Background: an optimization exercise with open tools, aiming at small area, a short achievable clock period and few clock cycles. Do not read the settings as production practice.
Function was checked by simulation only, so behaviour that the tests miss may differ from the original.
No activity file was given, so power comes from the tool's default toggle rates.

## histogram_top
module histogram_top (
  input  logic                             port_0_clock,
  input  logic                             rst,
  input  logic                             in_valid,
  output logic                             in_ready,
  input  logic [hist_pkg::sample_width-1:0] in_sample,
  input  logic                             cmd_valid,
  output logic                             cmd_ready,
  input  logic                             cmd_op,
  input  logic [hist_pkg::bin_width-1:0]   cmd_bin,
  output logic                             rsp_valid,
  output logic [hist_pkg::count_width-1:0] rsp_count
);
==> flow/config.mk <==
export PLATFORM = sky130hd
export DESIGN_NAME = histogram_top
export DESIGN_NICKNAME = histogram_top
export VERILOG_FILES = /design/flow/design.v
export SDC_FILE = /design/flow/constraint.sdc
export NUM_CORES = 4
export LEC_CHECK = 0
export CAP_MARGIN = 40
export CORE_MARGIN = 2
export CORE_UTILIZATION = 65
export CTS_CLUSTER_DIAMETER = 100
export CTS_CLUSTER_SIZE = 25
export SETUP_SLACK_MARGIN = 3.0
export SLEW_MARGIN = 45
export TNS_END_PERCENT = 30
==> flow/constraint.sdc <==
create_clock -name core_clock -period 5.0 [get_ports {port_0_clock}]
set_input_delay 1.0000 -clock core_clock [delete_from_list [all_inputs] [get_ports {port_0_clock}]]
set_output_delay 1.0000 -clock core_clock [all_outputs]
set_load 0.01 [all_outputs]
run.sh (not shown) runs the stock make flow with config.mk's settings and CLKGATE_MAP_FILE= SYNTH_SCRIPT=/design/flow/synth_recipe.tcl, a recipe that flattens the netlist after the stock synthesis.
Testbench counts at the start, summed over its fixed seeds: cycles 23,385.
Next try:
Settings changed: CORE_UTILIZATION 65 to 60, SETUP_SLACK_MARGIN 3.0 to 3.1, TNS_END_PERCENT 30 to 60.
Outcome:
- cell count climbs by 3.6%
- clock-buffer cell count decreases by 11
- via count grows by 0.82%
- routed wire length went up by 3.6%
- global-route usage came out lower by 2.1 points
- die area climbs by 8.2%
- hold slack improved by 0.0052 ns
- register-to-register slack gets better by 0.05 ns
Next try:
Settings changed: CAP_MARGIN 40 to 60, SETUP_SLACK_MARGIN 3.1 to 3.0, SLEW_MARGIN 45 to 80, TNS_END_PERCENT 60 to 30.
Effect: Final cell count is higher by 2.9%. Sequential share of layout area came out lower by 2.5 points. Total power climbs by 2.2%. Clock power stays flat. Setup slack degrades by 0.012 ns. Core utilization came out higher by 2.6 points. Synthesized cell count does not change. Hold slack loses 0.014 ns. Global-route usage increases by 0.46 points. Wire length barely changes.
Next try:
Settings changed: CAP_MARGIN 60 to 40, CTS_CLUSTER_SIZE 25 to 20, SLEW_MARGIN 80 to 45, TNS_END_PERCENT 30 to 60.
Result:
- The new run went through all stages and came out clean
- power goes up slightly
- sequential cell count does not change
- final cell count goes down by a few percent
- final area goes down by a few percent
- area after synthesis is unchanged
- global-route usage goes down by 0.49 points
- sequential power hardly moves

---

The RTL this note starts from:
==> flow/design.v <==
package hist_pkg;
  localparam int sample_width = 12;
  localparam int bin_count = 64;
  localparam int bin_width = 6;
  localparam int count_width = 16;
  localparam logic [count_width-1:0] count_max = {count_width{1'b1}};
  typedef enum logic {
    op_clear = 1'b0,
    op_read  = 1'b1
  } hist_op_e;
  typedef enum logic [2:0] {
    st_run     = 3'd0,
    st_drain   = 3'd1,
    st_clear   = 3'd2,
    st_read    = 3'd3,
    st_respond = 3'd4
  } ctrl_state_e;
endpackage
`timescale 1ns/1ps
module histogram_top (
  input  logic                             port_0_clock,
  input  logic                             rst,
  input  logic                             in_valid,
  output logic                             in_ready,
  input  logic [hist_pkg::sample_width-1:0] in_sample,
  input  logic                             cmd_valid,
  output logic                             cmd_ready,
  input  logic                             cmd_op,
  input  logic [hist_pkg::bin_width-1:0]   cmd_bin,
  output logic                             rsp_valid,
  output logic [hist_pkg::count_width-1:0] rsp_count
);
  localparam int BW = hist_pkg::bin_width;
  localparam int CW = hist_pkg::count_width;
  localparam int NB = hist_pkg::bin_count;
  function automatic logic [7:0] oct(input logic [2:0] v);
    oct = 8'b0000_0001 << v;
  endfunction
  logic [CW-1:0] mem [NB];
  logic          rdy_q;
  logic          rdy_out_q;
  logic          hold_op;
  logic [BW-1:0] hold_bin;
  logic          s0_v;
  logic          s0_smp;    
  logic          s0_clr;    
  logic [BW-1:0] s0_bin;
  logic [NB-1:0] s0_row;    
  logic          s1_smp;    
  logic          s1_wclr;   
  logic          s1_cmd;    
  logic [BW-1:0] s1_bin;
  logic [CW-1:0] s1_rd_a;   
  logic [CW-1:0] s1_rd_b;   
  logic          s1_fsel;   
  logic [CW-1:0] s1_fd;     
  logic [CW-1:0] s1_old;
  logic [CW-1:0] s1_new;
  logic          s2_wclr;
  logic [7:0]    s2_hi;     
  logic [7:0]    s2_lo;     
  logic [CW-1:0] s2_data;
  logic          acc_in;
  logic          acc_cmd;
  logic [BW-1:0] nxt_bin;
  logic [CW-1:0] rd_a;
  logic [CW-1:0] rd_b;
  logic          s0_isclr;
  logic          hit1;
  logic          hit2;
  assign in_ready  = rdy_out_q;
  assign cmd_ready = rdy_out_q;
  assign acc_in  = in_valid && rdy_q;
  assign acc_cmd = cmd_valid && rdy_q;
  always_ff @(posedge port_0_clock) begin
    if (rst) begin
      rdy_q <= 1'b1;
      rdy_out_q <= 1'b1;
      s0_v <= 1'b0;
    end else begin
      rdy_q <= !(acc_in && acc_cmd);
      rdy_out_q <= !(acc_in && acc_cmd);
      s0_v <= !rdy_q || acc_in || acc_cmd;
    end
  end
  always_comb begin
    if (!rdy_q) begin
      nxt_bin = hold_bin;
    end else if (acc_in) begin
      nxt_bin = in_sample[hist_pkg::sample_width-1 -: BW];
    end else begin
      nxt_bin = cmd_bin;
    end
  end
  always_ff @(posedge port_0_clock) begin
    if (acc_cmd) begin
      hold_op <= cmd_op;
      hold_bin <= cmd_bin;
    end
    if (!rdy_q) begin
      s0_smp <= 1'b0;
      s0_clr <= !hold_op;
    end else if (acc_in) begin
      s0_smp <= 1'b1;
      s0_clr <= 1'b0;
    end else begin
      s0_smp <= 1'b0;
      s0_clr <= !cmd_op;
    end
    s0_bin <= nxt_bin;
    s0_row <= NB'(1) << nxt_bin;
  end
  always_comb begin
    rd_a = '0;
    rd_b = '0;
    for (int r = 0; r < NB/2; r++) begin
      rd_a = rd_a | (mem[r] & {CW{s0_row[r]}});
      rd_b = rd_b | (mem[NB/2+r] & {CW{s0_row[NB/2+r]}});
    end
  end
  assign s0_isclr = !s0_smp && s0_clr;
  assign hit1 = s1_smp && (s1_bin == s0_bin);
  assign hit2 = |(s2_hi & oct(s0_bin[5:3])) && |(s2_lo & oct(s0_bin[2:0]));
  always_ff @(posedge port_0_clock) begin
    if (rst) begin
      s1_smp <= 1'b0;
      s1_wclr <= 1'b0;
      s1_cmd <= 1'b0;
    end else begin
      s1_smp <= s0_v && s0_smp;
      s1_wclr <= s0_v && s0_isclr;
      s1_cmd <= s0_v && !s0_smp;
    end
  end
  always_ff @(posedge port_0_clock) begin
    s1_bin <= s0_bin;
    s1_rd_a <= rd_a;
    s1_rd_b <= rd_b;
    s1_fsel <= s0_isclr || s1_wclr || hit1 || s2_wclr || hit2;
    if (s0_isclr || s1_wclr) begin
      s1_fd <= '0;
    end else if (hit1) begin
      s1_fd <= s1_new;
    end else if (s2_wclr) begin
      s1_fd <= '0;
    end else begin
      s1_fd <= s2_data;
    end
  end
  assign s1_old = s1_fsel ? s1_fd : (s1_rd_a | s1_rd_b);
  assign s1_new = (&s1_old) ? s1_old : s1_old + 1'b1;
  always_ff @(posedge port_0_clock) begin
    if (rst) begin
      s2_wclr <= 1'b0;
      s2_hi <= '0;
      rsp_valid <= 1'b0;
    end else begin
      s2_wclr <= s1_wclr;
      s2_hi <= s1_smp ? oct(s1_bin[5:3]) : '0;
      rsp_valid <= s1_cmd;
    end
  end
  always_ff @(posedge port_0_clock) begin
    s2_lo <= oct(s1_bin[2:0]);
    s2_data <= s1_wclr ? '0 : s1_new;
    rsp_count <= s1_old;
  end
  for (genvar b = 0; b < NB; b++) begin : g_bin
    logic we;
    assign we = s2_wclr || (s2_hi[b/8] && s2_lo[b%8]);
    always_ff @(posedge port_0_clock) begin
      if (we) begin
        mem[b] <= s2_data;
      end
    end
  end
endmodule
clock: 5.0 ns
lec_check: 0
cap_margin: 20
core_margin: 2
core_utilization: 60
cts_cluster_diameter: 120
cts_cluster_size: 30
setup_slack_margin: 3.0
slew_margin: 20
tns_end_percent: 30
The baseline produced a clean layout.
Testbench counts at the start, summed over its fixed seeds: cycles 23,385.
Rerun with:
Settings changed: CTS_CLUSTER_DIAMETER 120 to 100, CTS_CLUSTER_SIZE 30 to 25, SETUP_SLACK_MARGIN 3.0 to 2.9, TNS_END_PERCENT 30 to 0.
- sequential power barely changes
- worst setup slack gets worse by 25 ps
- first-iteration DRC count increases by about 1.8%
Rerun with:
Settings changed: TNS_END_PERCENT 0 to 100.
Effect: Cell count grows by 1.1%; die area does not change; final area grows by 1.5%; clock skew grows by 4.9 ps; worst setup slack gets worse by 27 ps; utilization grows by 0.97 points; routed wire length grows by 0.37%; maximum frequency shrinks by 1.2%; power grows by 1.0%.
Rerun with:
Settings changed: SETUP_SLACK_MARGIN 2.9 to 3.0, TNS_END_PERCENT 100 to 30.
Clock skew stays flat.
Design area rose slightly.
Total power fell slightly.
Critical path depth rose by 5.
Synthesized area is unchanged.
Worst setup slack improved by 62 ps.
Via count hardly moves.
Worst hold slack barely changes.
First-iteration DRC count fell by a few percent.
Wire length rose slightly.

[separate check: timing with driven ports]
In the flow no input, the clock included, has a driving cell. The finished layouts below were timed again as built, in two steps. Step 1 sets driving cells, clkbuf_16 on the clock port and buf_2 on the other inputs (assumed; they add their load-dependent delay and slew). Step 2 adds t to the input delays and takes it off the output delays; t is the mean of the earliest and latest rising clock arrival at the registers after step 1. Input paths then give back, and output paths get back, about the clock's delay inside the block. Slacks: no drivers / after step 1 / after step 2; pairs: no drivers / after step 1.
| run | t, ns | slack for setup (ns) | hold WS [ns] | clock arrival spread, ns |
|---|---|---|---|---|
| the first run of note 1 | 0.726 | 2.861 / 2.790 / 2.291 | 0.417 / 0.417 / 0.417 | 0.031 / 0.031 |
| the second run of note 1 | 0.716 | 2.865 / 2.798 / 2.452 | 0.422 / 0.422 / 0.422 | 0.039 / 0.039 |
| the third run of note 1 | 0.722 | 2.853 / 2.799 / 2.261 | 0.408 / 0.408 / 0.408 | 0.031 / 0.031 |
| the fourth run of note 1 | 0.695 | 2.897 / 2.827 / 2.365 | 0.413 / 0.413 / 0.413 | 0.021 / 0.021 |
| the first run of note 2 | 0.710 | 2.787 / 2.787 / 2.315 | 0.408 / 0.408 / 0.408 | 0.033 / 0.033 |
| the second run of note 2 | 0.718 | 2.762 / 2.762 / 2.315 | 0.390 / 0.390 / 0.390 | 0.031 / 0.031 |
| the third run of note 2 | 0.724 | 2.735 / 2.667 / 2.428 | 0.400 / 0.400 / 0.400 | 0.034 / 0.033 |
| the fourth run of note 2 | 0.724 | 2.797 / 2.787 / 2.308 | 0.399 / 0.399 / 0.399 | 0.033 / 0.033 |
After both steps every run listed still meets setup and hold. For the third run of note 1, which loses most, drivers alone change the setup slack by -0.054 ns; drivers and shift together by -0.592 ns.
